This design comes from an exercise in tuning for small area, a short achievable clock period and few clock cycles on the open sky130 flow, not from production work.
Only simulation tests tie the RTL to the original design; equivalence was not proved.

## flow/design.v (module list and top-level ports; edited modules follow where they fit)
// module nnt_sos: 1213 lines
// module nnt_add: 32 lines
// module nnt_lt: 35 lines
// module nnt_isqrt: 66 lines
// module nearest_neighbour_tour: 454 lines
module nearest_neighbour_tour #(
  parameter int MAX_CITIES = 64,
  parameter int P = 4,
  parameter int NSQ = 3
) (
  input  wire logic              clk,
  input  wire logic              rst_n,
  input  wire logic              in_valid,
  output logic                   in_stall,
  input  wire logic [49:0]       in_data,
  output logic                   out_valid,
  input  wire logic              out_stall,
  output logic [39:0]            out_data
);
  // ...
==> flow/flow/run.sh <==
#!/bin/bash
# The standard layout, with timing repair asked for extra setup slack so
# that the achieved period (clock period less setup slack) shrinks. The SDC,
# clock period and synthesis are the standard flow's own.
set -euo pipefail
bash standard.sh SETUP_SLACK_MARGIN=7 finish > standard_flow.log 2>&1
==> flow/standard.sh <==
#!/bin/bash
# synth_recipe.tcl (not shown) runs the flow's synth.tcl, then flattens the netlist and writes it again
# the make line also repeats each setting of config.mk as NAME=value (left out here)
make -C /OpenROAD-flow-scripts/flow DESIGN_CONFIG=/design/flow/config.mk WORK_HOME=/design/flow/orfs CLKGATE_MAP_FILE= SYNTH_SCRIPT=/design/flow/synth_recipe.tcl "${@:-finish}"
==> flow/config.mk <==
export PLATFORM = sky130hd
export DESIGN_NAME = nearest_neighbour_tour
export DESIGN_NICKNAME = nearest_neighbour_tour
export VERILOG_FILES = /design/flow/design.v
export SDC_FILE = /design/flow/constraint.sdc
export NUM_CORES = 4
export LEC_CHECK = 0
export CAP_MARGIN = 20
export CORE_MARGIN = 2
export CORE_UTILIZATION = 40
export PLACE_DENSITY = 0.6
export SLEW_MARGIN = 20
==> flow/constraint.sdc <==
create_clock -name core_clock -period 12.0 [get_ports {clk}]
set_input_delay 2.4000 -clock core_clock [delete_from_list [all_inputs] [get_ports {clk}]]
set_output_delay 2.4000 -clock core_clock [all_outputs]
set_load 0.01 [all_outputs]
==> reports/metrics.cfg, run 1 <==
[run_status]
status = timing/DRC/antenna clean

[die]
tap-cell-count = 10592
core_area_um2 = 801100
die-area_um2 = 809800

[yosys]
synth_compound_area_share_pct = 6.236
yosys.area_share.xor_xnor_pct = 2.330
synth.ff_latch_count = 6013
ys_async_sr_fraction_pct = 0
synth_enable_flop_cells = 3999

[worst_setup_path]
criticalPathCategory = register to register
slowest_delay_ns = 1.15
critical_path.slowest_cell = xnor2_1
crit_path_cell_trace = inv_1, ha_1, o21a_1, o21a_1, o2111ai_1, and4b_1, o311a_1, o211ai_1, a31oi_1, o21bai_1, a21o_1, nand2_1, a31oi_4, buf_4, xnor2_1

[min_path]
worstHoldPathCells = 0
whs_endpoint = u_e[2][6]$_DFF_P_
type_of_the_worst_min_delay_path = register to register

[place]
placed_cells = 34633
place.detailed.hpwl_um = 695400

[sta]
fin_worst_hold_slack_ns = 0.2857
report.final.hold_viol_count = 0

[cells_and_area]
largest_register_ffs = 3456
area.growth.synth_to_final_pct = 12.27
antenna_cells_inserted = 474
layout_common_cells = edfxtp_1 (3,999), inv_1 (3,054), fa_1 (2,182)
biggestCellCategory = flip-flops and latches
seq_cell_count = 6013

[route]
detail_route.iter0.violations = 21241
routed_wirelength_um = 1031000

[global_routing]
initial_antenna_violation_count = 143
met3_routing_resource_usage_after_global_routing_pct = 4.124

[clocking]
cts.hold.buffers_added = 0

Testbench counts, summed over its fixed seeds: cycles 16,871.
==> module nearest_neighbour_tour, before the edit <==
module nearest_neighbour_tour #(
  parameter int MAX_CITIES = 64,
  parameter int P = 4,
  parameter int NSQ = 3
) (
  input  wire logic              clk,
  input  wire logic              rst_n,
  input  wire logic              in_valid,
  output logic                   in_stall,
  input  wire logic [49:0]       in_data,
  output logic                   out_valid,
  input  wire logic              out_stall,
  output logic [39:0]            out_data
);
  localparam int LP   = $clog2(P);
  localparam int ROWS = MAX_CITIES / P;
  localparam int RW   = (ROWS > 1) ? $clog2(ROWS) : 1;
  localparam int KW   = 56;   
  logic        in_stall_r;
  logic        ib_v;
  logic [49:0] ib_d;
  logic        run_pend;
  wire  logic  accept = in_valid && !in_stall_r;
  wire  logic [1:0] ib_cmd = ib_d[49:48];
  logic        busy_r;           
  logic        tail_r;           
  logic [6:0]  count_r;
  logic        dropped_r;
  logic [5:0]  pos0_r;           
  logic [1:0]  status_r;
  logic [6:0]  a_r;              
  logic [5:0]  m_r;              
  logic [53:0] cur_r;            
  logic [30:0] total_r;
  logic        close_done_r;
  logic [6:0]  a_last;
  logic [6:0]  close_slot;
  assign a_last     = a_r - 7'd1;
  assign close_slot = count_r - 7'd1;
  logic        wr_en;
  logic [5:0]  wr_slot;
  logic [53:0] wr_data;
  logic [53:0] rd_q [P];
  logic        rd_v, rd_first, rd_last, rd_close, rd_init;
  logic [RW-1:0] rd_row;
  genvar gl;
  generate
    for (gl = 0; gl < P; gl++) begin : g_bank
      logic [53:0] bank [ROWS];
      always_ff @(posedge clk) begin
        if (wr_en && wr_slot[LP-1:0] == LP'(gl)) begin
          bank[wr_slot[5:LP]] <= wr_data;
        end
        rd_q[gl] <= bank[rd_row];
      end
    end
  endgenerate
  logic          p1_v, p1_first, p1_last, p1_close, p1_init;
  logic [RW-1:0] p1_row;
  logic          p2_v, p2_first, p2_last, p2_close;
  logic [RW-1:0] p2_row;
  logic          p3_v, p3_first, p3_last, p3_close;
  logic [RW-1:0] p3_row;
  logic          p4_v, p4_first, p4_last, p4_close;
  logic [RW-1:0] p4_row;
  always_ff @(posedge clk) begin
    if (!rst_n) begin
      p1_v <= 1'b0; p1_init <= 1'b0;
      p2_v <= 1'b0;
      p3_v <= 1'b0;
      p4_v <= 1'b0;
    end else begin
      p1_v <= rd_v; p1_init <= rd_init;
      p2_v <= p1_v;
      p3_v <= p2_v;
      p4_v <= p3_v;
    end
    p1_first <= rd_first; p1_last <= rd_last; p1_close <= rd_close; p1_row <= rd_row;
    p2_first <= p1_first; p2_last <= p1_last; p2_close <= p1_close; p2_row <= p1_row;
    p3_first <= p2_first; p3_last <= p2_last; p3_close <= p2_close; p3_row <= p2_row;
    p4_first <= p3_first; p4_last <= p3_last; p4_close <= p3_close; p4_row <= p3_row;
  end
  logic [23:0] d_sx [P], d_sy [P];
  logic        d_nx [P], d_ny [P];
  logic        d_v [P];
  logic [53:0] d_e [P];           
  logic [48:0] t_r0 [P], t_r1 [P];
  logic        t_v [P];
  logic [53:0] t_e [P];
  generate
    for (gl = 0; gl < P; gl++) begin : g_lane
      logic [24:0] dx, dy;
      logic [5:0]  slot;
      logic        lv;
      logic [48:0] r0, r1;
      assign slot = {p1_row, LP'(gl)};
      nnt_add #(.W(25)) u_dx (.a({rd_q[gl][53], rd_q[gl][53:30]}),
                              .b(~{cur_r[53], cur_r[53:30]}), .cin(1'b1), .s(dx), .cout());
      nnt_add #(.W(25)) u_dy (.a({rd_q[gl][29], rd_q[gl][29:6]}),
                              .b(~{cur_r[29], cur_r[29:6]}), .cin(1'b1), .s(dy), .cout());
      always_comb begin
        if (p1_close) begin
          lv = (slot == close_slot[5:0]);
        end else begin
          lv = ({1'b0, slot} < a_r) && (slot != m_r);
        end
      end
      always_ff @(posedge clk) begin
        d_sx[gl] <= dx[23:0] ^ {24{dx[24]}};
        d_nx[gl] <= dx[24];
        d_sy[gl] <= dy[23:0] ^ {24{dy[24]}};
        d_ny[gl] <= dy[24];
        d_v[gl]  <= lv;
        d_e[gl]  <= rd_q[gl];
      end
      nnt_sos u_sos (
        .sx(d_sx[gl]), .nx(d_nx[gl]), .sy(d_sy[gl]), .ny(d_ny[gl]),
        .r0(r0), .r1(r1)
      );
      always_ff @(posedge clk) begin
        t_r0[gl] <= r0;
        t_r1[gl] <= r1;
        t_v[gl]  <= d_v[gl];
        t_e[gl]  <= d_e[gl];
      end
    end
  endgenerate
  logic [48:0] u_dist [P];
  logic        u_v [P];
  logic [53:0] u_e [P];
  generate
    for (gl = 0; gl < P; gl++) begin : g_cpa
      logic [48:0] cdist;
      nnt_add #(.W(49)) u_cpa (.a(t_r0[gl]), .b(t_r1[gl]), .cin(1'b0), .s(cdist), .cout());
      always_ff @(posedge clk) begin
        u_dist[gl] <= cdist;
        u_v[gl]    <= t_v[gl];
        u_e[gl]    <= t_e[gl];
      end
    end
  endgenerate
  localparam int NC = P + 1;
  logic [KW-1:0] b_key;
  logic [53:0]   b_e;
  logic [5:0]    b_slot;
  logic [KW-1:0] c_key [NC];
  logic [53:0]   c_e [NC];
  logic [5:0]    c_slot [NC];
  logic [NC-1:0] c_win;
  logic [NC-1:0] c_le [NC];
  logic [KW-1:0] w_key;
  logic [53:0]   w_e;
  logic [5:0]    w_slot;
  always_comb begin
    for (int i = 0; i < P; i++) begin
      c_key[i]  = {!u_v[i], u_dist[i], u_e[i][5:0]};
      c_e[i]    = u_e[i];
      c_slot[i] = {p4_row, LP'(i)};
    end
    c_key[P]  = p4_first ? {KW{1'b1}} : b_key;
    c_e[P]    = b_e;
    c_slot[P] = b_slot;
  end
  generate
    for (gl = 0; gl < NC * NC; gl++) begin : g_cle
      if ((gl % NC) > (gl / NC)) begin : g_pair
        logic lt_ji;
        nnt_lt #(.W(KW)) u_lt (.a(c_key[gl % NC]), .b(c_key[gl / NC]), .lt(lt_ji));
        assign c_le[gl / NC][gl % NC] = !lt_ji;
      end else begin : g_none
        assign c_le[gl / NC][gl % NC] = 1'b0;
      end
    end
  endgenerate
  always_comb begin
    for (int i = 0; i < NC; i++) begin
      c_win[i] = 1'b1;
      for (int j = 0; j < NC; j++) begin
        if (j < i) c_win[i] = c_win[i] & !c_le[j][i];
        if (j > i) c_win[i] = c_win[i] & c_le[i][j];
      end
    end
    w_key  = '0;
    w_e    = '0;
    w_slot = '0;
    for (int i = 0; i < NC; i++) begin
      w_key  = w_key  | ({KW{c_win[i]}} & c_key[i]);
      w_e    = w_e    | ({54{c_win[i]}} & c_e[i]);
      w_slot = w_slot | ({6{c_win[i]}} & c_slot[i]);
    end
  end
  always_ff @(posedge clk) begin
    if (p4_v) begin
      b_key  <= w_key;
      b_e    <= w_e;
      b_slot <= w_slot;
    end
  end
  wire logic leg_fin   = p4_v && p4_last && !p4_close;
  wire logic close_fin = p4_v && p4_last && p4_close;
  logic [5:0] m_new;
  assign m_new = (w_slot == a_last[5:0]) ? m_r : w_slot;
  logic          sq_pv;
  logic [48:0]   sq_pd;
  logic [NSQ-1:0] sq_busy, sq_done, sq_start;
  logic [24:0]   sq_root [NSQ];
  logic [24:0]   sq_sum;
  logic [3:0]    sq_cap;       
  generate
    for (gl = 0; gl < NSQ; gl++) begin : g_sq
      nnt_isqrt u_isqrt (
        .clk(clk), .rst_n(rst_n), .start(sq_start[gl]), .radicand(sq_pd),
        .busy(sq_busy[gl]), .done(sq_done[gl]), .root(sq_root[gl])
      );
    end
  endgenerate
  always_comb begin
    sq_start = '0;
    for (int i = NSQ - 1; i >= 0; i--) begin
      if (sq_pv && !sq_busy[i]) begin
        sq_start = NSQ'(1) << i;
      end
    end
    sq_sum = '0;
    for (int i = 0; i < NSQ; i++) begin
      sq_sum = sq_sum | ({25{sq_done[i]}} & sq_root[i]);
    end
    sq_cap = {3'b000, !sq_pv};
    for (int i = 0; i < NSQ; i++) begin
      sq_cap = sq_cap + {3'b000, !sq_busy[i]};
    end
  end
  logic [30:0] total_nxt;
  logic        sum_v_r;
  logic [24:0] sum_r;
  nnt_add #(.W(31)) u_tot (.a(total_r), .b({6'd0, sum_r}), .cin(1'b0), .s(total_nxt), .cout());
  logic        ov_r, sv_r;
  logic [39:0] od_r, sd_r;
  logic        push;
  logic [39:0] push_d;
  wire  logic  pop = ov_r && !out_stall;
  always_ff @(posedge clk) begin
    if (!rst_n) begin
      ov_r <= 1'b0;
      sv_r <= 1'b0;
    end else begin
      if (pop) begin
        if (sv_r) begin
          od_r <= sd_r;
          sv_r <= push;
          sd_r <= push_d;
        end else begin
          ov_r <= push;
          od_r <= push_d;
        end
      end else if (push) begin
        if (ov_r) begin
          sv_r <= 1'b1;
          sd_r <= push_d;
        end else begin
          ov_r <= 1'b1;
          od_r <= push_d;
        end
      end
    end
  end
  assign out_valid = ov_r;
  assign out_data  = od_r;
  assign in_stall  = in_stall_r;
  typedef enum logic [1:0] { E_IDLE, E_ISSUE, E_WAIT } estate_t;
  estate_t       e_st;
  logic [RW-1:0] e_row, e_lastrow;
  logic [6:0]    e_a;           
  logic          e_close;
  logic [1:0]    e_wait;
  logic          e_prev;        
  logic          e_go;
  logic [6:0]    e_a_next;
  assign e_a_next = e_a - 7'd1;
  assign e_go = (sq_cap >= (e_prev ? 4'd2 : 4'd1)) && !sv_r && !(ov_r && e_prev);
  logic run_req, run_ok, start_run, run_empty, cmd_now;
  logic final_push;
  assign run_req   = !busy_r && (run_pend || (ib_v && ib_cmd == nnt_pkg::CMD_RUN));
  assign run_ok    = !tail_r && !ov_r && !sv_r;
  assign start_run = run_req && run_ok && (count_r != '0);
  assign run_empty = run_req && run_ok && (count_r == '0);
  assign cmd_now   = !busy_r && !run_pend && ib_v && ib_cmd != nnt_pkg::CMD_RUN;
  assign final_push = close_done_r && !sq_pv && sq_busy == '0 && sq_done == '0 && !sum_v_r && !sv_r;
  always_comb begin
    push   = 1'b0;
    push_d = {cur_r[5:0], total_r, 1'b1, status_r};
    if (run_empty) begin
      push   = 1'b1;
      push_d = {6'd0, 31'd0, 1'b1, nnt_pkg::ST_EMPTY};
    end else if (p1_init) begin
      push   = 1'b1;
      push_d = {6'd0, 31'd0, (count_r == 7'd1), status_r};
    end else if (leg_fin && a_r != 7'd2) begin
      push   = 1'b1;
      push_d = {w_e[5:0], 31'd0, 1'b0, status_r};
    end else if (final_push) begin
      push   = 1'b1;
    end
  end
  logic busy_nxt, run_pend_nxt;
  always_comb begin
    busy_nxt = busy_r;
    if (start_run) busy_nxt = 1'b1;
    if (e_st == E_ISSUE && e_close && e_go) busy_nxt = 1'b0;
    if (p1_init && count_r == 7'd1) busy_nxt = 1'b0;
    run_pend_nxt = run_req && !run_ok;
  end
  logic [53:0] rd_q_pos0, rd_q_last;
  always_comb begin
    rd_q_pos0 = '0;
    rd_q_last = '0;
    for (int i = 0; i < P; i++) begin
      if (pos0_r[LP-1:0] == LP'(i)) rd_q_pos0 = rd_q[i];
      if (a_last[LP-1:0] == LP'(i)) rd_q_last = rd_q[i];
    end
  end
  always_ff @(posedge clk) begin
    rd_v     <= 1'b0;
    rd_first <= 1'b0;
    rd_last  <= 1'b0;
    rd_close <= 1'b0;
    rd_init  <= 1'b0;
    wr_en    <= 1'b0;
    sq_pv    <= sq_pv && (sq_start == '0);
    sum_v_r <= (sq_done != '0);
    sum_r   <= sq_sum;
    if (sum_v_r) total_r <= total_nxt;
    ib_d <= in_data;
    ib_v <= accept;
    if (!rst_n) begin
      in_stall_r   <= 1'b1;
      ib_v         <= 1'b0;
      run_pend     <= 1'b0;
      busy_r       <= 1'b0;
      tail_r       <= 1'b0;
      count_r      <= '0;
      dropped_r    <= 1'b0;
      pos0_r       <= '0;
      e_st         <= E_IDLE;
      sq_pv        <= 1'b0;
      close_done_r <= 1'b0;
      sum_v_r      <= 1'b0;
    end else begin
      busy_r     <= busy_nxt;
      run_pend   <= run_pend_nxt;
      in_stall_r <= busy_nxt || run_pend_nxt ||
                    (accept && in_data[49:48] == nnt_pkg::CMD_RUN);
      if (cmd_now) begin
        case (ib_cmd)
          nnt_pkg::CMD_LOAD: begin
            if (count_r[6]) begin
              dropped_r <= 1'b1;
            end else begin
              wr_en   <= 1'b1;
              wr_slot <= count_r[5:0];
              wr_data <= {ib_d[47:0], count_r[5:0]};
              count_r <= count_r + 7'd1;
            end
          end
          nnt_pkg::CMD_CLEAR: begin
            count_r   <= '0;
            dropped_r <= 1'b0;
            pos0_r    <= '0;
          end
          default: begin
          end
        endcase
      end
      if (start_run) begin
        tail_r    <= 1'b1;
        status_r  <= dropped_r ? nnt_pkg::ST_DROPPED : nnt_pkg::ST_OK;
        a_r       <= count_r;
        m_r       <= pos0_r;
        total_r   <= '0;
        rd_row    <= pos0_r[5:LP];
        rd_init   <= 1'b1;
        e_a       <= count_r;
        e_prev    <= 1'b0;
        e_close   <= 1'b0;
        e_row     <= '0;
        e_lastrow <= RW'((count_r - 7'd1) >> LP);
        e_st      <= (count_r == 7'd1) ? E_IDLE : E_ISSUE;
      end
      case (e_st)
        E_ISSUE: begin
          if (e_row != '0 || e_go) begin
            rd_v     <= 1'b1;
            rd_row   <= e_close ? RW'(close_slot[5:LP]) : e_row;
            rd_first <= (e_row == '0);
            rd_last  <= e_close || (e_row == e_lastrow);
            rd_close <= e_close;
            if (e_close || e_row == e_lastrow) begin
              e_row  <= '0;
              e_wait <= 2'd3;
              e_prev <= 1'b1;
              if (e_close) begin
                e_st   <= E_IDLE;
                pos0_r <= close_slot[5:0];
              end else begin
                e_st      <= E_WAIT;
                e_a       <= e_a_next;
                e_lastrow <= RW'((e_a_next - 7'd1) >> LP);
                if (e_a_next == 7'd1) e_close <= 1'b1;
              end
            end else begin
              e_row <= e_row + 1'b1;
            end
          end
        end
        E_WAIT: begin
          e_wait <= e_wait - 2'd1;
          if (e_wait == 2'd1) e_st <= E_ISSUE;
        end
        default: begin
        end
      endcase
      if (p1_init) begin
        cur_r <= {rd_q_pos0[53:6], 6'd0};
        if (count_r == 7'd1) tail_r <= 1'b0;
      end
      if (p1_v && p1_last && !p1_close) begin
        wr_en   <= (m_r != a_last[5:0]);
        wr_slot <= m_r;
        wr_data <= rd_q_last;
      end
      if (p2_v && p2_last && !p2_close) begin
        wr_en   <= 1'b1;
        wr_slot <= a_last[5:0];
        wr_data <= cur_r;
      end
      if (leg_fin) begin
        cur_r <= w_e;
        m_r   <= m_new;
        a_r   <= a_last;
        sq_pv <= 1'b1;
        sq_pd <= w_key[54:6];
      end
      if (close_fin) begin
        sq_pv        <= 1'b1;
        sq_pd        <= w_key[54:6];
        close_done_r <= 1'b1;
      end
      if (final_push) begin
        close_done_r <= 1'b0;
        tail_r       <= 1'b0;
      end
    end
  end
endmodule
==> inputs of run 2 (changes only) <==
--- a/flow/design.v
+++ b/flow/design.v
@@ -1409,2 +1409,3 @@
   logic [53:0] cur_r;            
+  logic [5:0]  fin_id;           
   logic [30:0] total_r;
@@ -1419,4 +1420,8 @@
   logic [53:0] rd_q [P];
-  logic        rd_v, rd_first, rd_last, rd_close, rd_init;
+  logic        rd_v, rd_first, rd_last, rd_close, rd_init, rd_stream, rd_skip;
   logic [RW-1:0] rd_row;
+  logic [LP-1:0] rd_slane;
+  logic          stream_ok;      
+  logic          st_v;           
+  logic [5:0]    st_slot;
   genvar gl;
@@ -1433,4 +1438,5 @@
   endgenerate
-  logic          p1_v, p1_first, p1_last, p1_close, p1_init;
+  logic          p1_v, p1_first, p1_last, p1_close, p1_init, p1_stream, p1_skip;
   logic [RW-1:0] p1_row;
+  logic [LP-1:0] p1_slane;
   logic          p2_v, p2_first, p2_last, p2_close;
@@ -1454,2 +1460,3 @@
     p1_first <= rd_first; p1_last <= rd_last; p1_close <= rd_close; p1_row <= rd_row;
+    p1_stream <= rd_stream; p1_skip <= rd_skip; p1_slane <= rd_slane;
     p2_first <= p1_first; p2_last <= p1_last; p2_close <= p1_close; p2_row <= p1_row;
@@ -1479,2 +1486,6 @@
           lv = (slot == close_slot[5:0]);
+        end else if (p1_stream) begin
+          lv = (p1_slane == LP'(gl));
+        end else if (p1_skip) begin
+          lv = 1'b0;
         end else begin
@@ -1650,2 +1661,3 @@
   logic          e_close;
+  logic          e_skip;        
   logic [1:0]    e_wait;
@@ -1663,2 +1675,4 @@
   assign cmd_now   = !busy_r && !run_pend && ib_v && ib_cmd != nnt_pkg::CMD_RUN;
+  logic run_stream;
+  assign run_stream = stream_ok && (count_r != 7'd1);
   assign final_push = close_done_r && !sq_pv && sq_busy == '0 && sq_done == '0 && !sum_v_r && !sv_r;
@@ -1666,3 +1680,3 @@
     push   = 1'b0;
-    push_d = {cur_r[5:0], total_r, 1'b1, status_r};
+    push_d = {fin_id, total_r, 1'b1, status_r};
     if (run_empty) begin
@@ -1670,2 +1684,5 @@
       push_d = {6'd0, 31'd0, 1'b1, nnt_pkg::ST_EMPTY};
+    end else if (start_run && run_stream) begin
+      push   = 1'b1;
+      push_d = {6'd0, 31'd0, 1'b0, dropped_r ? nnt_pkg::ST_DROPPED : nnt_pkg::ST_OK};
     end else if (p1_init) begin
@@ -1684,3 +1701,3 @@
     if (start_run) busy_nxt = 1'b1;
-    if (e_st == E_ISSUE && e_close && e_go) busy_nxt = 1'b0;
+    if (p1_v && p1_close) busy_nxt = 1'b0;
     if (p1_init && count_r == 7'd1) busy_nxt = 1'b0;
@@ -1703,3 +1720,6 @@
     rd_init  <= 1'b0;
+    rd_stream <= 1'b0;
+    rd_skip  <= 1'b0;
     wr_en    <= 1'b0;
+    st_v     <= 1'b0;
     sq_pv    <= sq_pv && (sq_start == '0);
@@ -1720,2 +1740,3 @@
       e_st         <= E_IDLE;
+      stream_ok    <= 1'b1;
       sq_pv        <= 1'b0;
@@ -1738,2 +1759,10 @@
               count_r <= count_r + 7'd1;
+              if (stream_ok) begin
+                if (count_r == '0) begin
+                  cur_r <= {ib_d[47:0], 6'd0};
+                end else begin
+                  st_v    <= 1'b1;
+                  st_slot <= count_r[5:0];
+                end
+              end
             end
@@ -1744,2 +1773,3 @@
             pos0_r    <= '0;
+            stream_ok <= 1'b1;
           end
@@ -1749,3 +1779,11 @@
       end
+      if (st_v) begin
+        rd_v      <= 1'b1;
+        rd_row    <= st_slot[5:LP];
+        rd_first  <= (st_slot == 6'd1);
+        rd_stream <= 1'b1;
+        rd_slane  <= st_slot[LP-1:0];
+      end
       if (start_run) begin
+        stream_ok <= 1'b0;
         tail_r    <= 1'b1;
@@ -1755,4 +1793,4 @@
         total_r   <= '0;
-        rd_row    <= pos0_r[5:LP];
-        rd_init   <= 1'b1;
+        if (!run_stream) rd_row <= pos0_r[5:LP];
+        rd_init   <= !run_stream;
         e_a       <= count_r;
@@ -1760,3 +1798,4 @@
         e_close   <= 1'b0;
-        e_row     <= '0;
+        e_skip    <= run_stream;
+        e_row     <= run_stream ? RW'((count_r - 7'd1) >> LP) : '0;
         e_lastrow <= RW'((count_r - 7'd1) >> LP);
@@ -1766,8 +1805,10 @@
         E_ISSUE: begin
-          if (e_row != '0 || e_go) begin
+          if ((e_row != '0 && !e_skip) || e_go) begin
             rd_v     <= 1'b1;
             rd_row   <= e_close ? RW'(close_slot[5:LP]) : e_row;
-            rd_first <= (e_row == '0);
+            rd_first <= (e_row == '0) && !e_skip;
             rd_last  <= e_close || (e_row == e_lastrow);
             rd_close <= e_close;
+            rd_skip  <= e_skip;
+            e_skip   <= 1'b0;
             if (e_close || e_row == e_lastrow) begin
@@ -1813,2 +1854,3 @@
         cur_r <= w_e;
+        fin_id <= w_e[5:0];
         m_r   <= m_new;
--- a/flow/flow/run.sh
+++ b/flow/flow/run.sh
@@ -5,2 +5,2 @@
 set -euo pipefail
-bash standard.sh SETUP_SLACK_MARGIN=7 finish > standard_flow.log 2>&1
+bash standard.sh SETUP_SLACK_MARGIN=8 finish > standard_flow.log 2>&1
==> reports/metrics.cfg, run 2 <==
[route]
drt-wirelength-per-cell_um = 30.15
routed_wirelength_um = 1130000  ; +9.6%
number_of_design_rule_violations_left_after_detail_routing = 0
post_route_ant_nets = 0
detail_route.vias_per_cell = 5.653
detail_route.iter0.violations = 24167  ; +14%
via_count = 211829
firstDrtPassIters = 8

[run_status]
status = complete, but fails checks
check-failures = max-capacitance violations, max-slew violations

[yosys]
synth.largest_area_cell = edfxtp_1
ys_async_sr_fraction_pct = 0  ; unchanged
post_synth_inst_count = 24664
post_synth.cell_area_avg_um2 = 13.09
synthTopCellsByArea = edfxtp_1 (37%), fa_1 (14%), dfxtp_1 (13%)
synth_top_area_share_pct = 37.33
netlist_area_um2 = 322900
synth.ff_latch_count = 6036  ; +0.38%
most_common_cell_in_the_synthesized_netlist = edfxtp_1
synth_enable_flop_cells = 4014  ; +0.38%
postSynth.topFlopCell = edfxtp_1
synthDistinctLibCells = 104
ys_seq_area_share_pct = 49.86
ys_top_cells_by_count = edfxtp_1 (4,014), inv_1 (3,078), fa_1 (2,182), dfxtp_1 (2,022), and2_1 (1,810)
yosys_warnings = 54
postSynthNetCount = 28382

[sta]
setup-violations-final = 0
report.final.hold_viol_count = 0  ; unchanged
fin_worst_skew_ns = 0.1026
timing.slew.headroom_pct = -25.28
max_freq_ghz = 0.2212
worst_pin_slew_ns = 1.866
finalWorstPathRequiredPeriod_ns = 4.520
setup_ws_ns = 7.480
setup_total_negative_slack_ns = 0
final-max-slew-violation-count = 2
rsz0062_at_grt = true
final.period_utilization_pct = 37.67
fin_worst_hold_slack_ns = 0.2817  ; -0.004010 ns

[cells_and_area]
post_route_standard_cell_area_excluding_fillers_um2 = 383900
filler_cell_count = 69816
layout.nets = 29580
fin_util_pct = 47.63
layout_common_cells = edfxtp_1 (4,014), inv_1 (2,623), dfxtp_1 (1,784)
area.growth.synth_to_final_pct = 18.89
layout_commonest_cell = edfxtp_1
largest_register_ffs = 3456  ; unchanged
layoutNonFillerInstCount = 37472
share_of_layout_cells_above_drive_strength_1_pct = 23.20

[worst_setup_path]
critPathLaunchType = register
end_kind = register
critical_path_required_ns = 13.03
criticalPathCategory = register to register
r2r_slack_ns = 7.48
reg2reg_from = d_sx[1][23]$_DFF_P_
critPathArrivalTime_ns = 5.55
maximum_fanout_encountered_on_the_critical_timing_path = 5
reg2reg_depth = 14
reg2reg_to = t_r1[1][31]$_DFF_P_

[global_routing]
first_global_vias = 211846
grt_pass1_wl_um = 1570000
groute.usage.overall_pct = 26.80
grt_start_max_net_pins = 133
globalRoute.totalOverflow = 0
initial_antenna_violation_count = 141  ; -1.4%

[clocking]
path_clk_slew_ns = 0.06
clock-sinks = 6036
cts_max_level = 6
cts_tree = yes
clock_tree.buffer_depth = 4
root_buffer = clkbuf_16
clk_latency_ns = 1.17
cts_made_buffers = 633

[flow_run]
max_cap_viol_count = 1

[place]
dpl_worst_slack_ns = 4.959
place.detailed.hpwl_um = 695700  ; about the same
placement.io_buffers = 95
dpl_cell_area_um2 = 339500
globalplace.congestion = 0.9400
placed_cells = 34971  ; +0.98%

[die]
chipWidth_um = 902.5
std_cell_rows = 330
core_area_um2 = 806000  ; +0.61%
die-area_um2 = 814500  ; +0.58%
design.portCount = 96
die_height_um = 902.5
initial_utilization_pct = 40.07

[min_path]
worstHoldPathCells = 0  ; unchanged
whs_endpoint = t_e[0][16]$_DFF_P_
worstHoldStart = d_e[0][16]$_DFF_P_
type_of_the_worst_min_delay_path = register to register

==> run 2: changes by cell type after synthesis, moves of 27 or more <==
cell / before / now
o21a_1: 150 / 110
nand4_1: 184 / 133
xnor2_1: 604 / 577
a222oi_1: 79 / 124
a211oi_1: 115 / 154
a31oi_1: 77 / 137
mux2_2: 179 / 129
nand3_1: 175 / 262
nand2_1: 1702 / 1666
and3_1: 57 / 107
nor2b_1: 141 / 182
a22oi_1: 108 / 76
nor2_1: 810 / 737
==> run 2: repair_timing <==
item,in CTS,in global routing
hold buffers,0,0
resized for setup,1898,1029
endpoints found under the setup margin,1186,916
pin swaps,713,601
hold endpoints to repair,0,0
buffers inserted,638,256
cloned,110,40
==> run 2: cells by family (layout without fill, tap and decap cells) <==
family,Yosys count,after routing,synth area share [%]
buffers and inverters,4136,5862,4.848
DFF,6036,6036,49.86
muxes,1324,1324,8.528
xor gates and xnor gates,832,832,2.257
adders and majority gates,3664,3664,19.27
AOI/OAI and AO/OA,3193,3195,6.549
other,0,284,0
and+or+nand+nor,5479,5485,8.686
==> run 2: metal layers <==
| metal | part of all wire (%) | global-route usage (%) | up-vias | wire (um) |
|---|---|---|---|---|
| met5 | 0.023 | 0 | - | 258 |
| met1 | 38 | 34.11 | 109672 | 424500 |
| met4 | 6.8 | 14.31 | 42 | 76780 |
| li1 | - | - | 88968 | - |
| met2 | 45 | 42.55 | 10516 | 514000 |
| met3 | 10 | 6.428 | 2631 | 114200 |
==> run 2: worst max path at each step <==
stage	startpoint	to	cells after the start	slack (ns)
6_report	d_sx[1][23]$_DFF_P_	t_r1[1][31]$_DFF_P_	14	7.48
5_1_grt	d_sx[3][23]$_DFF_P_	t_r1[3][26]$_DFF_P_	15	7.40
4_1_cts	d_sx[1][23]$_DFF_P_	t_r1[1][30]$_DFF_P_	14	7.52
3_5_place_dp	p4_first$_DFF_P_	m_r[4]$_DFFE_PP_	15	4.96
3_3_place_gp	p4_first$_DFF_P_	m_r[4]$_DFFE_PP_	15	5.02
2_1_floorplan	d_sy[3][20]$_DFF_P_	t_r1[3][23]$_DFF_P_	14	7.69
==> run 2: layout make-up <==
type / instances / area [um2] / area share, %
Sequential cell: 6036 / 161700 / 42.12
Timing Repair Buffer: 1609 / 20620 / 5.372
Multi-Input combinational cell: 14500 / 154100 / 40.14
Antenna cell: 284 / 710.7 / 0.1851
Tap cell: 10790 / 13500 / 3.517
Clock buffer: 871 / 17990 / 4.687
Inverter: 3082 / 11690 / 3.045
Clock inverter: 300 / 3581 / 0.9327
==> run 2: worst max-delay path: stages, from the launching register on <==
cell and delay, ns:
dfxtp_4 0.52, buf_12 0.17, nand2_4 0.04, fa_2 0.53
inv_2 0.04, fa_1 0.50, inv_2 0.05, fa_1 0.53
inv_2 0.04, fa_2 0.52, inv_2 0.04, fa_2 0.35
fa_2 0.54, inv_2 0.04, fa_2 0.52
Testbench counts of run 2, summed over its fixed seeds: cycles 16,560.
==> module nnt_add, before the edit <==
module nnt_add #(
  parameter int W = 8
) (
  input  wire logic [W-1:0] a,
  input  wire logic [W-1:0] b,
  input  wire logic         cin,
  output logic [W-1:0]      s,
  output logic              cout
);
  localparam int N = W + 1;               
  localparam int L = $clog2(N);
  logic [N-1:0] g [L+1];
  logic [N-1:0] p [L+1];
  assign g[0] = {a & b, cin};
  assign p[0] = {a ^ b, 1'b0};
  genvar lv, i;
  generate
    for (lv = 0; lv < L; lv++) begin : g_lv
      for (i = 0; i < N; i++) begin : g_i
        if (i >= (1 << lv)) begin : g_op
          assign g[lv+1][i] = g[lv][i] | (p[lv][i] & g[lv][i-(1<<lv)]);
          assign p[lv+1][i] = p[lv][i] & p[lv][i-(1<<lv)];
        end else begin : g_pass
          assign g[lv+1][i] = g[lv][i];
          assign p[lv+1][i] = p[lv][i];
        end
      end
    end
  endgenerate
  assign s    = p[0][W:1] ^ g[L][W-1:0];
  assign cout = g[L][W];
endmodule
==> inputs of run 3 (changes only) <==
--- a/flow/design.v
+++ b/flow/design.v
@@ -1259,5 +1259,5 @@
       for (i = 0; i < N; i++) begin : g_i
-        if (i >= (1 << lv)) begin : g_op
-          assign g[lv+1][i] = g[lv][i] | (p[lv][i] & g[lv][i-(1<<lv)]);
-          assign p[lv+1][i] = p[lv][i] & p[lv][i-(1<<lv)];
+        if ((i >> lv) % 2 == 1) begin : g_op
+          assign g[lv+1][i] = g[lv][i] | (p[lv][i] & g[lv][((i >> lv) << lv) - 1]);
+          assign p[lv+1][i] = p[lv][i] & p[lv][((i >> lv) << lv) - 1];
         end else begin : g_pass
@@ -1426,2 +1426,6 @@
   logic [5:0]    st_slot;
+  logic [RW-1:0] rd_addr;
+  logic [5:0]    b_rd_slot;
+  logic          leg_fin_q;
+  assign rd_addr = leg_fin_q ? b_rd_slot[5:LP] : rd_row;
   genvar gl;
@@ -1434,4 +1438,4 @@
         end
-        rd_q[gl] <= bank[rd_row];
       end
+      assign rd_q[gl] = bank[rd_addr];
     end
@@ -1447,5 +1451,13 @@
   logic [RW-1:0] p4_row;
+  assign p1_v      = rd_v;
+  assign p1_init   = rd_init;
+  assign p1_first  = rd_first;
+  assign p1_last   = rd_last;
+  assign p1_close  = rd_close;
+  assign p1_row    = rd_row;
+  assign p1_stream = rd_stream;
+  assign p1_skip   = rd_skip;
+  assign p1_slane  = rd_slane;
   always_ff @(posedge clk) begin
     if (!rst_n) begin
-      p1_v <= 1'b0; p1_init <= 1'b0;
       p2_v <= 1'b0;
@@ -1454,3 +1466,2 @@
     end else begin
-      p1_v <= rd_v; p1_init <= rd_init;
       p2_v <= p1_v;
@@ -1459,4 +1470,2 @@
     end
-    p1_first <= rd_first; p1_last <= rd_last; p1_close <= rd_close; p1_row <= rd_row;
-    p1_stream <= rd_stream; p1_skip <= rd_skip; p1_slane <= rd_slane;
     p2_first <= p1_first; p2_last <= p1_last; p2_close <= p1_close; p2_row <= p1_row;
@@ -1468,6 +1477,6 @@
   logic        d_v [P];
-  logic [53:0] d_e [P];           
+  logic [5:0]  d_id [P];          
   logic [48:0] t_r0 [P], t_r1 [P];
   logic        t_v [P];
-  logic [53:0] t_e [P];
+  logic [5:0]  t_id [P];
   generate
@@ -1500,3 +1509,3 @@
         d_v[gl]  <= lv;
-        d_e[gl]  <= rd_q[gl];
+        d_id[gl] <= rd_q[gl][5:0];
       end
@@ -1510,3 +1519,3 @@
         t_v[gl]  <= d_v[gl];
-        t_e[gl]  <= d_e[gl];
+        t_id[gl] <= d_id[gl];
       end
@@ -1516,3 +1525,3 @@
   logic        u_v [P];
-  logic [53:0] u_e [P];
+  logic [5:0]  u_id [P];
   generate
@@ -1524,3 +1533,3 @@
         u_v[gl]    <= t_v[gl];
-        u_e[gl]    <= t_e[gl];
+        u_id[gl]   <= t_id[gl];
       end
@@ -1530,6 +1539,4 @@
   logic [KW-1:0] b_key;
-  logic [53:0]   b_e;
   logic [5:0]    b_slot;
   logic [KW-1:0] c_key [NC];
-  logic [53:0]   c_e [NC];
   logic [5:0]    c_slot [NC];
@@ -1538,3 +1545,3 @@
   logic [KW-1:0] w_key;
-  logic [53:0]   w_e;
+  logic [LP-1:0] w_lane;
   logic [5:0]    w_slot;
@@ -1542,4 +1549,3 @@
     for (int i = 0; i < P; i++) begin
-      c_key[i]  = {!u_v[i], u_dist[i], u_e[i][5:0]};
-      c_e[i]    = u_e[i];
+      c_key[i]  = {!u_v[i], u_dist[i], u_id[i]};
       c_slot[i] = {p4_row, LP'(i)};
@@ -1547,3 +1553,2 @@
     c_key[P]  = p4_first ? {KW{1'b1}} : b_key;
-    c_e[P]    = b_e;
     c_slot[P] = b_slot;
@@ -1570,3 +1575,3 @@
     w_key  = '0;
-    w_e    = '0;
+    w_lane = '0;
     w_slot = '0;
@@ -1574,5 +1579,7 @@
       w_key  = w_key  | ({KW{c_win[i]}} & c_key[i]);
-      w_e    = w_e    | ({54{c_win[i]}} & c_e[i]);
       w_slot = w_slot | ({6{c_win[i]}} & c_slot[i]);
     end
+    for (int i = 0; i < P; i++) begin
+      w_lane = w_lane | ({LP{c_win[i]}} & LP'(i));
+    end
   end
@@ -1581,3 +1588,2 @@
       b_key  <= w_key;
-      b_e    <= w_e;
       b_slot <= w_slot;
@@ -1586,2 +1592,17 @@
   wire logic leg_fin   = p4_v && p4_last && !p4_close;
+  assign leg_fin_q = leg_fin;
+  assign b_rd_slot = (b_slot == a_last[5:0]) ? m_r : b_slot;
+  logic [53:0] lr_e [P];          
+  logic [53:0] rd_q_best;
+  always_ff @(posedge clk) begin
+    if (p1_v && p1_last) begin
+      for (int i = 0; i < P; i++) lr_e[i] <= rd_q[i];
+    end
+  end
+  always_comb begin
+    rd_q_best = '0;
+    for (int i = 0; i < P; i++) begin
+      if (b_rd_slot[LP-1:0] == LP'(i)) rd_q_best = rd_q[i];
+    end
+  end
   wire logic close_fin = p4_v && p4_last && p4_close;
@@ -1692,3 +1713,3 @@
       push   = 1'b1;
-      push_d = {w_e[5:0], 31'd0, 1'b0, status_r};
+      push_d = {w_key[5:0], 31'd0, 1'b0, status_r};
     end else if (final_push) begin
@@ -1853,4 +1874,4 @@
       if (leg_fin) begin
-        cur_r <= w_e;
-        fin_id <= w_e[5:0];
+        cur_r <= c_win[P] ? rd_q_best : lr_e[w_lane];
+        fin_id <= w_key[5:0];
         m_r   <= m_new;
--- a/flow/config.mk
+++ b/flow/config.mk
@@ -9,4 +9,4 @@
 export CORE_MARGIN = 2
-export CORE_UTILIZATION = 40
-export PLACE_DENSITY = 0.6
+export CORE_UTILIZATION = 50
+export PLACE_DENSITY = 0.65
 export SLEW_MARGIN = 20
==> reports/metrics.cfg, run 3 <==
[run_status]
status = did not finish
failing_step = global routing (5_1_grt)
run.stop_error = [ERROR GRT-0232] Routing congestion too high. Check the congestion heatmap in the GUI.

[yosys]
ys_top_cells_by_count = edfxtp_1 (4,176), inv_1 (3,173), nand2_1 (2,626), fa_1 (2,254), and2_1 (1,829)
yosys_warnings = 54  ; unchanged
synth_top_area_share_pct = 40.42  ; +3.1 points
post_synth_inst_count = 25776  ; +4.5%
postSynthNetCount = 29555  ; +4.1%
synth.largest_area_cell = edfxtp_1
postSynth.topFlopCell = edfxtp_1
synth_enable_flop_cells = 4176  ; +4.0%
post_synth.cell_area_avg_um2 = 12.04  ; -8.1%
ys_async_sr_fraction_pct = 0  ; unchanged
netlist_area_um2 = 310300  ; -3.9%
synthTopCellsByArea = edfxtp_1 (40%), fa_1 (15%), dfxtp_1 (7.9%)
synth.ff_latch_count = 5393  ; -11%
ys_seq_area_share_pct = 48.27  ; -1.6 points
synthDistinctLibCells = 100  ; -3.8%
most_common_cell_in_the_synthesized_netlist = edfxtp_1

[global_routing]
globalRoute.totalOverflow = 2
groute.usage.overall_pct = 41.13
grt_start_max_net_pins = 77

[place]
dpl_cell_area_um2 = 323800  ; -4.6%
placement.io_buffers = 95  ; unchanged
dpl_worst_slack_ns = 3.472  ; -1.487 ns
place.detailed.hpwl_um = 738700  ; +6.2%
placed_cells = 33484  ; -4.3%
globalplace.congestion = 1.001  ; +6.5%

[die]
die_height_um = 791.7  ; -12%
std_cell_rows = 289  ; -12%
design.portCount = 96  ; unchanged
initial_utilization_pct = 50.15  ; +10 points
chipWidth_um = 791.7  ; -12%

[clocking]
root_buffer = clkbuf_16
cts_made_buffers = 584  ; -7.7%
clock-sinks = 5393  ; -11%
clock_tree.buffer_depth = 4  ; unchanged
cts.hold.buffers_added = 0  ; unchanged
cts_max_level = 6  ; unchanged

==> run 3: changes by cell type after synthesis, moves of 138 or more <==
cell and change:
mux2i_1 +183, buf_2 +199, nand3_1 +339, mux4_2 -695
edfxtp_1 +162, nand2_1 +960, a22oi_1 +306, a21oi_1 -145
nor2_1 +138, dfxtp_1 -805
==> run 3: worst min path at each step <==
stage | to | slack [ns] | cells past startpoint
2_1_floorplan | p4_first$_DFF_P_ | 0.31 | 0
3_3_place_gp | p3_row[3]$_DFF_P_ | 0.31 | 0
3_5_place_dp | t_id[3][0]$_DFF_P_ | 0.31 | 0
4_1_cts | t_id[0][1]$_DFF_P_ | 0.32 | 0
==> run 3: routing by layer <==
metal	GRT overflow	GRT usage [%]
met1	1	49.23
met2	0	59.06
met3	0	17.30
met4	1	30.91
met5	0	1.036
==> run 3: kinds of logic after synthesis <==
logic type / count (synthesis) / synth area share [%]
simple gates: 6953 / 11.02
compound gates: 3666 / 8.046
xor+xnor: 743 / 2.111
mux: 851 / 4.560
buf+inv: 4445 / 5.520
flops: 5393 / 48.27
fa+ha+maj: 3725 / 20.48
==> run 3: repair_timing <==
item,in CTS
endpoints found under the setup margin,1340
gates resized for setup,3159
gates cloned,236
pin swaps,848
setup buffers,1127
Testbench counts of run 3, summed over its fixed seeds: cycles 16,432.
==> inputs of run 4 (changes only) <==
--- a/flow/design.v
+++ b/flow/design.v
@@ -1241,3 +1241,4 @@
 module nnt_add #(
-  parameter int W = 8
+  parameter int W = 8,
+  parameter bit KS = 1'b0
 ) (
@@ -1259,3 +1260,6 @@
       for (i = 0; i < N; i++) begin : g_i
-        if ((i >> lv) % 2 == 1) begin : g_op
+        if (KS && i >= (1 << lv)) begin : g_ks
+          assign g[lv+1][i] = g[lv][i] | (p[lv][i] & g[lv][i-(1<<lv)]);
+          assign p[lv+1][i] = p[lv][i] & p[lv][i-(1<<lv)];
+        end else if (!KS && (i >> lv) % 2 == 1) begin : g_op
           assign g[lv+1][i] = g[lv][i] | (p[lv][i] & g[lv][((i >> lv) << lv) - 1]);
@@ -1420,3 +1424,7 @@
   logic [53:0] rd_q [P];
-  logic        rd_v, rd_first, rd_last, rd_close, rd_init, rd_stream, rd_skip;
+  localparam int NC = P + 1;
+  logic [NC-1:0] c_win;
+  logic [53:0]   b_e;              
+  logic [5:0]    b_slot;
+  logic        rd_v, rd_first, rd_last, rd_fin, rd_close, rd_init, rd_stream, rd_skip, rd_spec;
   logic [RW-1:0] rd_row;
@@ -1426,6 +1434,2 @@
   logic [5:0]    st_slot;
-  logic [RW-1:0] rd_addr;
-  logic [5:0]    b_rd_slot;
-  logic          leg_fin_q;
-  assign rd_addr = leg_fin_q ? b_rd_slot[5:LP] : rd_row;
   genvar gl;
@@ -1438,7 +1442,8 @@
         end
+        rd_q[gl] <= bank[rd_row];
       end
-      assign rd_q[gl] = bank[rd_addr];
     end
   endgenerate
-  logic          p1_v, p1_first, p1_last, p1_close, p1_init, p1_stream, p1_skip;
+  logic          p1_v, p1_first, p1_last, p1_close, p1_init, p1_stream, p1_skip, p1_spec;
+  logic          p1_fin, p2_fin, p3_fin, p4_fin;
   logic [RW-1:0] p1_row;
@@ -1451,11 +1456,14 @@
   logic [RW-1:0] p4_row;
-  assign p1_v      = rd_v;
-  assign p1_init   = rd_init;
-  assign p1_first  = rd_first;
-  assign p1_last   = rd_last;
-  assign p1_close  = rd_close;
-  assign p1_row    = rd_row;
-  assign p1_stream = rd_stream;
-  assign p1_skip   = rd_skip;
-  assign p1_slane  = rd_slane;
+  logic          spec_kill;       
+  always_ff @(posedge clk) begin
+    if (!rst_n) begin
+      p1_v <= 1'b0; p1_init <= 1'b0;
+    end else begin
+      p1_v <= rd_v; p1_init <= rd_init;
+    end
+    p1_first <= rd_first || spec_kill; p1_last <= rd_last; p1_close <= rd_close; p1_row <= rd_row;
+    p1_fin <= rd_fin && !spec_kill;
+    p1_stream <= rd_stream; p1_skip <= rd_skip; p1_slane <= rd_slane; p1_spec <= rd_spec;
+    use_b <= rd_spec || (p4_v && p4_fin && !p4_close);
+  end
   always_ff @(posedge clk) begin
@@ -1466,3 +1474,3 @@
     end else begin
-      p2_v <= p1_v;
+      p2_v <= p1_v && !spec_kill;
       p3_v <= p2_v;
@@ -1473,2 +1481,3 @@
     p4_first <= p3_first; p4_last <= p3_last; p4_close <= p3_close; p4_row <= p3_row;
+    p2_fin <= p1_fin; p3_fin <= p2_fin; p4_fin <= p3_fin;
   end
@@ -1477,6 +1486,17 @@
   logic        d_v [P];
-  logic [5:0]  d_id [P];          
+  logic [53:0] d_e [P];           
   logic [48:0] t_r0 [P], t_r1 [P];
   logic        t_v [P];
-  logic [5:0]  t_id [P];
+  logic [53:0] t_e [P];
+  logic [53:0] cur_d;
+  logic [6:0]  a_d;
+  logic [5:0]  m_d, m_spec;
+  logic        leg_fin_q, close_fin_q;
+  logic [5:0]  m_fin;
+  assign m_spec = (b_slot == a_last[5:0]) ? m_r : b_slot;
+  assign m_fin  = (b_slot == a_r[5:0]) ? m_r : b_slot;
+  logic        use_b;              
+  assign cur_d  = use_b ? b_e : cur_r;
+  assign a_d    = p1_spec ? a_last : a_r;
+  assign m_d    = p1_spec ? m_spec : (leg_fin_q ? m_fin : m_r);
   generate
@@ -1488,6 +1508,6 @@
       assign slot = {p1_row, LP'(gl)};
-      nnt_add #(.W(25)) u_dx (.a({rd_q[gl][53], rd_q[gl][53:30]}),
-                              .b(~{cur_r[53], cur_r[53:30]}), .cin(1'b1), .s(dx), .cout());
-      nnt_add #(.W(25)) u_dy (.a({rd_q[gl][29], rd_q[gl][29:6]}),
-                              .b(~{cur_r[29], cur_r[29:6]}), .cin(1'b1), .s(dy), .cout());
+      nnt_add #(.W(25), .KS(1'b1)) u_dx (.a({rd_q[gl][53], rd_q[gl][53:30]}),
+                              .b(~{cur_d[53], cur_d[53:30]}), .cin(1'b1), .s(dx), .cout());
+      nnt_add #(.W(25), .KS(1'b1)) u_dy (.a({rd_q[gl][29], rd_q[gl][29:6]}),
+                              .b(~{cur_d[29], cur_d[29:6]}), .cin(1'b1), .s(dy), .cout());
       always_comb begin
@@ -1500,3 +1520,3 @@
         end else begin
-          lv = ({1'b0, slot} < a_r) && (slot != m_r);
+          lv = ({1'b0, slot} < a_d) && (slot != m_d);
         end
@@ -1509,3 +1529,3 @@
         d_v[gl]  <= lv;
-        d_id[gl] <= rd_q[gl][5:0];
+        d_e[gl]  <= rd_q[gl];
       end
@@ -1519,3 +1539,3 @@
         t_v[gl]  <= d_v[gl];
-        t_id[gl] <= d_id[gl];
+        t_e[gl]  <= d_e[gl];
       end
@@ -1525,3 +1545,3 @@
   logic        u_v [P];
-  logic [5:0]  u_id [P];
+  logic [53:0] u_e [P];
   generate
@@ -1533,3 +1553,3 @@
         u_v[gl]    <= t_v[gl];
-        u_id[gl]   <= t_id[gl];
+        u_e[gl]    <= t_e[gl];
       end
@@ -1537,11 +1557,9 @@
   endgenerate
-  localparam int NC = P + 1;
   logic [KW-1:0] b_key;
-  logic [5:0]    b_slot;
   logic [KW-1:0] c_key [NC];
+  logic [53:0]   c_e [NC];
   logic [5:0]    c_slot [NC];
-  logic [NC-1:0] c_win;
   logic [NC-1:0] c_le [NC];
   logic [KW-1:0] w_key;
-  logic [LP-1:0] w_lane;
+  logic [53:0]   w_e;
   logic [5:0]    w_slot;
@@ -1549,3 +1567,4 @@
     for (int i = 0; i < P; i++) begin
-      c_key[i]  = {!u_v[i], u_dist[i], u_id[i]};
+      c_key[i]  = {!u_v[i], u_dist[i], u_e[i][5:0]};
+      c_e[i]    = u_e[i];
       c_slot[i] = {p4_row, LP'(i)};
@@ -1553,2 +1572,3 @@
     c_key[P]  = p4_first ? {KW{1'b1}} : b_key;
+    c_e[P]    = b_e;
     c_slot[P] = b_slot;
@@ -1575,3 +1595,3 @@
     w_key  = '0;
-    w_lane = '0;
+    w_e    = '0;
     w_slot = '0;
@@ -1579,7 +1599,5 @@
       w_key  = w_key  | ({KW{c_win[i]}} & c_key[i]);
+      w_e    = w_e    | ({54{c_win[i]}} & c_e[i]);
       w_slot = w_slot | ({6{c_win[i]}} & c_slot[i]);
     end
-    for (int i = 0; i < P; i++) begin
-      w_lane = w_lane | ({LP{c_win[i]}} & LP'(i));
-    end
   end
@@ -1588,2 +1606,3 @@
       b_key  <= w_key;
+      b_e    <= w_e;
       b_slot <= w_slot;
@@ -1591,23 +1610,23 @@
   end
-  wire logic leg_fin   = p4_v && p4_last && !p4_close;
-  assign leg_fin_q = leg_fin;
-  assign b_rd_slot = (b_slot == a_last[5:0]) ? m_r : b_slot;
-  logic [53:0] lr_e [P];          
-  logic [53:0] rd_q_best;
+  wire logic leg_fin   = p4_v && p4_fin && !p4_close;
+  wire logic close_fin = p4_v && p4_fin && p4_close;
+  assign spec_kill = p1_v && p1_spec && !c_win[P];
   always_ff @(posedge clk) begin
-    if (p1_v && p1_last) begin
-      for (int i = 0; i < P; i++) lr_e[i] <= rd_q[i];
-    end
-  end
-  always_comb begin
-    rd_q_best = '0;
-    for (int i = 0; i < P; i++) begin
-      if (b_rd_slot[LP-1:0] == LP'(i)) rd_q_best = rd_q[i];
+    if (!rst_n) begin
+      leg_fin_q   <= 1'b0;
+      close_fin_q <= 1'b0;
+    end else begin
+      leg_fin_q   <= leg_fin;
+      close_fin_q <= close_fin;
     end
   end
-  wire logic close_fin = p4_v && p4_last && p4_close;
-  logic [5:0] m_new;
-  assign m_new = (w_slot == a_last[5:0]) ? m_r : w_slot;
+  localparam int QD = 2;
+  logic [QD-1:0] sq_qv;             
+  logic [48:0]   sq_qd [QD];
   logic          sq_pv;
   logic [48:0]   sq_pd;
+  assign sq_pv = sq_qv[0];
+  assign sq_pd = sq_qd[0];
+  logic          sq_in;
+  logic [48:0]   sq_in_d;
   logic [NSQ-1:0] sq_busy, sq_done, sq_start;
@@ -1635,3 +1654,4 @@
     end
-    sq_cap = {3'b000, !sq_pv};
+    sq_cap = '0;
+    for (int i = 0; i < QD; i++) sq_cap = sq_cap + {3'b000, !sq_qv[i]};
     for (int i = 0; i < NSQ; i++) begin
@@ -1683,2 +1703,3 @@
   logic          e_skip;        
+  logic          e_spec;        
   logic [1:0]    e_wait;
@@ -1688,3 +1709,4 @@
   assign e_a_next = e_a - 7'd1;
-  assign e_go = (sq_cap >= (e_prev ? 4'd2 : 4'd1)) && !sv_r && !(ov_r && e_prev);
+  assign e_go = ((sq_cap - {3'b000, sq_in}) >= (e_prev ? 4'd2 : 4'd1)) &&
+                (e_prev ? !(ov_r || sv_r || push) : !(sv_r || (ov_r && push)));
   logic run_req, run_ok, start_run, run_empty, cmd_now;
@@ -1698,3 +1720,5 @@
   assign run_stream = stream_ok && (count_r != 7'd1);
-  assign final_push = close_done_r && !sq_pv && sq_busy == '0 && sq_done == '0 && !sum_v_r && !sv_r;
+  assign sq_in   = leg_fin_q || close_fin_q;
+  assign sq_in_d = b_key[54:6];
+  assign final_push = close_done_r && sq_qv == '0 && sq_busy == '0 && sq_done == '0 && !sum_v_r && !sv_r;
   always_comb begin
@@ -1711,5 +1735,5 @@
       push_d = {6'd0, 31'd0, (count_r == 7'd1), status_r};
-    end else if (leg_fin && a_r != 7'd2) begin
+    end else if (leg_fin_q && a_r != 7'd1) begin
       push   = 1'b1;
-      push_d = {w_key[5:0], 31'd0, 1'b0, status_r};
+      push_d = {b_key[5:0], 31'd0, 1'b0, status_r};
     end else if (final_push) begin
@@ -1726,2 +1750,4 @@
   end
+  logic [5:0] m_d_sw;                 
+  assign m_d_sw = leg_fin_q ? m_fin : m_r;
   logic [53:0] rd_q_pos0, rd_q_last;
@@ -1739,2 +1765,3 @@
     rd_last  <= 1'b0;
+    rd_fin   <= 1'b0;
     rd_close <= 1'b0;
@@ -1743,5 +1770,19 @@
     rd_skip  <= 1'b0;
+    rd_spec  <= 1'b0;
     wr_en    <= 1'b0;
     st_v     <= 1'b0;
-    sq_pv    <= sq_pv && (sq_start == '0);
+    for (int i = 0; i < QD; i++) begin
+      logic nv, pv;
+      logic [48:0] nd;
+      nv = (sq_start != '0) ? ((i + 1 < QD) ? sq_qv[i+1] : 1'b0) : sq_qv[i];
+      nd = (sq_start != '0) ? sq_qd[(i + 1 < QD) ? i + 1 : i] : sq_qd[i];
+      pv = (i == 0) ? 1'b1 : ((sq_start != '0) ? sq_qv[i] : sq_qv[i-1]);
+      if (!nv && pv && sq_in) begin
+        sq_qv[i] <= 1'b1;
+        sq_qd[i] <= sq_in_d;
+      end else begin
+        sq_qv[i] <= nv;
+        sq_qd[i] <= nd;
+      end
+    end
     sum_v_r <= (sq_done != '0);
@@ -1762,3 +1803,3 @@
       stream_ok    <= 1'b1;
-      sq_pv        <= 1'b0;
+      sq_qv        <= '0;
       close_done_r <= 1'b0;
@@ -1820,2 +1861,3 @@
         e_skip    <= run_stream;
+        e_spec    <= 1'b0;
         e_row     <= run_stream ? RW'((count_r - 7'd1) >> LP) : '0;
@@ -1824,4 +1866,9 @@
       end
-      case (e_st)
+      if (spec_kill) begin
+        rd_v     <= 1'b1;
+        rd_row   <= '0;
+        rd_fin   <= rd_fin;
+      end else case (e_st)
         E_ISSUE: begin
+          e_spec <= 1'b0;
           if ((e_row != '0 && !e_skip) || e_go) begin
@@ -1831,4 +1878,6 @@
             rd_last  <= e_close || (e_row == e_lastrow);
+            rd_fin   <= e_close || (e_row == e_lastrow);
             rd_close <= e_close;
             rd_skip  <= e_skip;
+            rd_spec  <= e_spec;
             e_skip   <= 1'b0;
@@ -1836,3 +1885,8 @@
               e_row  <= '0;
-              e_wait <= 2'd3;
+              if ((e_row != '0 || e_skip) && !e_close && e_a_next > 7'(P)) begin
+                e_wait <= 2'd2;
+                e_spec <= 1'b1;
+              end else begin
+                e_wait <= 2'd3;
+              end
               e_prev <= 1'b1;
@@ -1864,4 +1918,4 @@
       if (p1_v && p1_last && !p1_close) begin
-        wr_en   <= (m_r != a_last[5:0]);
-        wr_slot <= m_r;
+        wr_en   <= (m_d_sw != a_last[5:0]);
+        wr_slot <= m_d_sw;
         wr_data <= rd_q_last;
@@ -1874,12 +1928,10 @@
       if (leg_fin) begin
-        cur_r <= c_win[P] ? rd_q_best : lr_e[w_lane];
-        fin_id <= w_key[5:0];
-        m_r   <= m_new;
         a_r   <= a_last;
-        sq_pv <= 1'b1;
-        sq_pd <= w_key[54:6];
       end
-      if (close_fin) begin
-        sq_pv        <= 1'b1;
-        sq_pd        <= w_key[54:6];
+      if (leg_fin_q) begin
+        cur_r  <= b_e;
+        fin_id <= b_key[5:0];
+        m_r    <= m_fin;
+      end
+      if (close_fin_q) begin
         close_done_r <= 1'b1;
--- a/flow/config.mk
+++ b/flow/config.mk
@@ -7,6 +7,6 @@
 export LEC_CHECK = 0
-export CAP_MARGIN = 20
+export CAP_MARGIN = 30
 export CORE_MARGIN = 2
-export CORE_UTILIZATION = 50
-export PLACE_DENSITY = 0.65
-export SLEW_MARGIN = 20
+export CORE_UTILIZATION = 40
+export PLACE_DENSITY = 0.6
+export SLEW_MARGIN = 30
==> reports/metrics.cfg, run 4 <==
[run_status]
status = timing/DRC/antenna clean

[die]
core_area_um2 = 797000
std_cell_rows = 328  ; +13%
initial_utilization_pct = 40.12  ; -10 points
chipWidth_um = 898.0  ; +13%
die-area_um2 = 806500
design.portCount = 96  ; unchanged
die_height_um = 898.0  ; +13%

[yosys]
synthSimpleGateAreaFrac_pct = 8.131  ; -2.9 points
ys_async_sr_fraction_pct = 0  ; unchanged
postSynthNetCount = 27603  ; -6.6%
most_common_cell_in_the_synthesized_netlist = edfxtp_1
yosys_warnings = 56  ; +3.7%
netlist_area_um2 = 319700  ; +3.1%
ys_top_cells_by_count = edfxtp_1 (4,064), inv_1 (2,656), fa_1 (2,224), nand2_1 (2,143), dfxtp_1 (2,031)
post_synth_inst_count = 23842  ; -7.5%
postSynth.topFlopCell = edfxtp_1
synth.ff_latch_count = 6095  ; +13%
synth.mux.area_fraction_pct = 8.990  ; +4.4 points
synth_compound_area_share_pct = 5.657  ; -2.4 points
synthAdderAreaFrac_pct = 19.73  ; -0.74 points
synthTopCellsByArea = edfxtp_1 (38%), fa_1 (14%), dfxtp_1 (13%)
synth_enable_flop_cells = 4064  ; -2.7%
synth.largest_area_cell = edfxtp_1
synth_top_area_share_pct = 38.17  ; -2.2 points
synth_top_family_by_area = adder cells
yosys.area_share.xor_xnor_pct = 2.207  ; +0.096 points
post_synth.cell_area_avg_um2 = 13.41  ; +11%
synthDistinctLibCells = 110  ; +10%
ys_seq_area_share_pct = 50.89  ; +2.6 points

[route]
drt-wirelength-per-cell_um = 30.18
routed_wirelength_um = 1098000
detail_route.iter0.violations = 23271
post_route_ant_nets = 0
via_count = 205590
firstDrtPassIters = 12
detail_route.vias_per_cell = 5.652
number_of_design_rule_violations_left_after_detail_routing = 0

[sta]
setup_total_negative_slack_ns = 0
report.final.hold_viol_count = 0
setup-violations-final = 0
fin_worst_skew_ns = 0.1455
rsz0062_at_grt = true
finalWorstPathRequiredPeriod_ns = 4.498
worst_pin_slew_ns = 1.245
final.period_utilization_pct = 37.48
max_freq_ghz = 0.2223
timing.slew.headroom_pct = 17.00
final-max-slew-violation-count = 0

[clocking]
path_clk_slew_ns = 0.07
clk_latency_ns = 1.20
cts_tree = yes
cts_made_buffers = 637  ; +9.1%
cts_max_level = 6  ; unchanged
root_buffer = clkbuf_16
clock-sinks = 6095  ; +13%
clock_tree.buffer_depth = 4  ; unchanged

[cells_and_area]
layout_common_cells = edfxtp_1 (4,064), inv_1 (2,253), nand2_1 (2,066)
largest_register_ffs = 3456
area.growth.synth_to_final_pct = 19.05
filler_cell_count = 68488
layout.nets = 28847
layout_commonest_cell = edfxtp_1
fin_util_pct = 47.76
share_of_layout_cells_above_drive_strength_1_pct = 23.56

[min_path]
type_of_the_worst_min_delay_path = register to register

[worst_setup_path]
critPathArrivalTime_ns = 5.42
critical_path_required_ns = 12.93
maximum_fanout_encountered_on_the_critical_timing_path = 5
criticalPathCategory = register to register
critPathLaunchType = register
end_kind = register

[global_routing]
globalRoute.totalOverflow = 0
grt_start_max_net_pins = 117
first_global_vias = 205568
initial_antenna_violation_count = 122
grt_pass1_wl_um = 1529000
groute.usage.overall_pct = 26.29

[place]
globalplace.congestion = 0.9486  ; -5.2%
placement.io_buffers = 95  ; unchanged
place.detailed.hpwl_um = 683500  ; -7.5%

[flow_run]
max_cap_viol_count = 0

run 4: timing repair:
item | in CTS | in global routing
gates resized for setup | 1872 | 919
setup buffers | 716 | 244
hold buffers | 0 | 0
cloned | 119 | 31
setup endpoints to repair | 1322 | 874
pin swaps | 637 | 603
run 4: final timing paths:
kind / cells past startpoint / endpoint / slack (ns) / start
hold reg to reg: 0 / t_e[3][1]$_DFF_P_ / 0.27 / d_e[3][1]$_DFF_P_
hold / removal: 0 / t_e[3][1]$_DFF_P_ / 0.27 / d_e[3][1]$_DFF_P_
setup reg to reg: 12 / t_r1[3][26]$_DFF_P_ / 7.50 / d_sy[3][3]$_DFF_P_
setup / recovery: 12 / t_r1[3][26]$_DFF_P_ / 7.50 / d_sy[3][3]$_DFF_P_
run 4: layout make-up:
type	count	area (um2)	area share (%)
inverter	2657	10020	2.633
antenna	183	457.9	0.1203
multi-input combinational	14031	150400	39.53
timing repair buffer	1664	21180	5.563
clock buffer	879	18120	4.761
clock inverter	307	3829	1.006
sequential	6095	163400	42.92
tap	10560	13210	3.471
run 4: critical path: stages (launching register included):
cell	delay, ns
dfxtp_4	0.36
buf_12	0.14
nand2_2	0.08
fa_1	0.54
fa_1	0.61
inv_2	0.06
fa_2	0.52
inv_1	0.05
fa_2	0.34
fa_2	0.55
fa_1	0.41
inv_1	0.09
fa_2	0.45
run 4: logic make-up after synthesis:
kind of cell | count (synthesis)
AOI/OAI and AO/OA | 2711
xor gates and xnor gates | 804
adders and majority gates | 3708
buffers and inverters | 3726
DFF | 6095
muxes | 1445
and+or+nand+nor | 5353
run 4: per-stage QoR:
stage | instance area [um2] | setup slack (ns) | hold slack, ns | instances
floorplan | 323000 | 7.684 | 0.3096 | 23842
global placement | 335400 | 5.141 | 0.3095 | 33879
detailed placement | 335800 | 5.134 | 0.3121 | 33896
CTS | 374100 | 7.504 | 0.2638 | 35917
global route | 380500 | 7.440 | 0.2761 | 36318
finish | 380600 | 7.502 | 0.2728 | 36376
run 4: per-layer routing:
metal	part of all wire [%]	GRT usage [%]
met3	9.9	5.905
met4	7.5	15.07
met1	38	33.77
met5	0.028	0
met2	45	41.23
Testbench counts of run 4, summed over its fixed seeds: cycles 15,164.

## port drivers added, routing unchanged
Ports are ideal in the flow. The routed layouts listed here were re-timed in OpenROAD. Step 1, drivers: a clkbuf_16 drives clk and a buf_2 each remaining input, both assumed. Step 2 adds t to the input delays and takes it off the output delays; t is the mean of the earliest and latest rising clock arrival at the registers after step 1. Input paths then give back, and output paths get back, about the clock's delay inside the block. Three values: ideal, step 1, step 2; two values: the first two.
| run | t (ns) | slack for setup (ns) | hold WS [ns] | worst setup path after step 2 | clock arrival spread, ns |
|---|---|---|---|---|---|
| run 1 | 1.248 | 6.950 / 6.940 / 6.391 | 0.286 / 0.286 / 0.286 | input to register | 0.098 / 0.098 |
| run 2 | 1.276 | 7.480 / 7.480 / 6.976 | 0.282 / 0.282 / 0.282 | input to register | 0.119 / 0.119 |
| run 4 | 1.292 | 7.502 / 7.502 / 6.989 | 0.273 / 0.273 / 0.273 | input to register | 0.149 / 0.149 |
The setup slack of run 1, which loses most, moves by -0.010 ns with the drivers and by -0.559 ns with both steps.
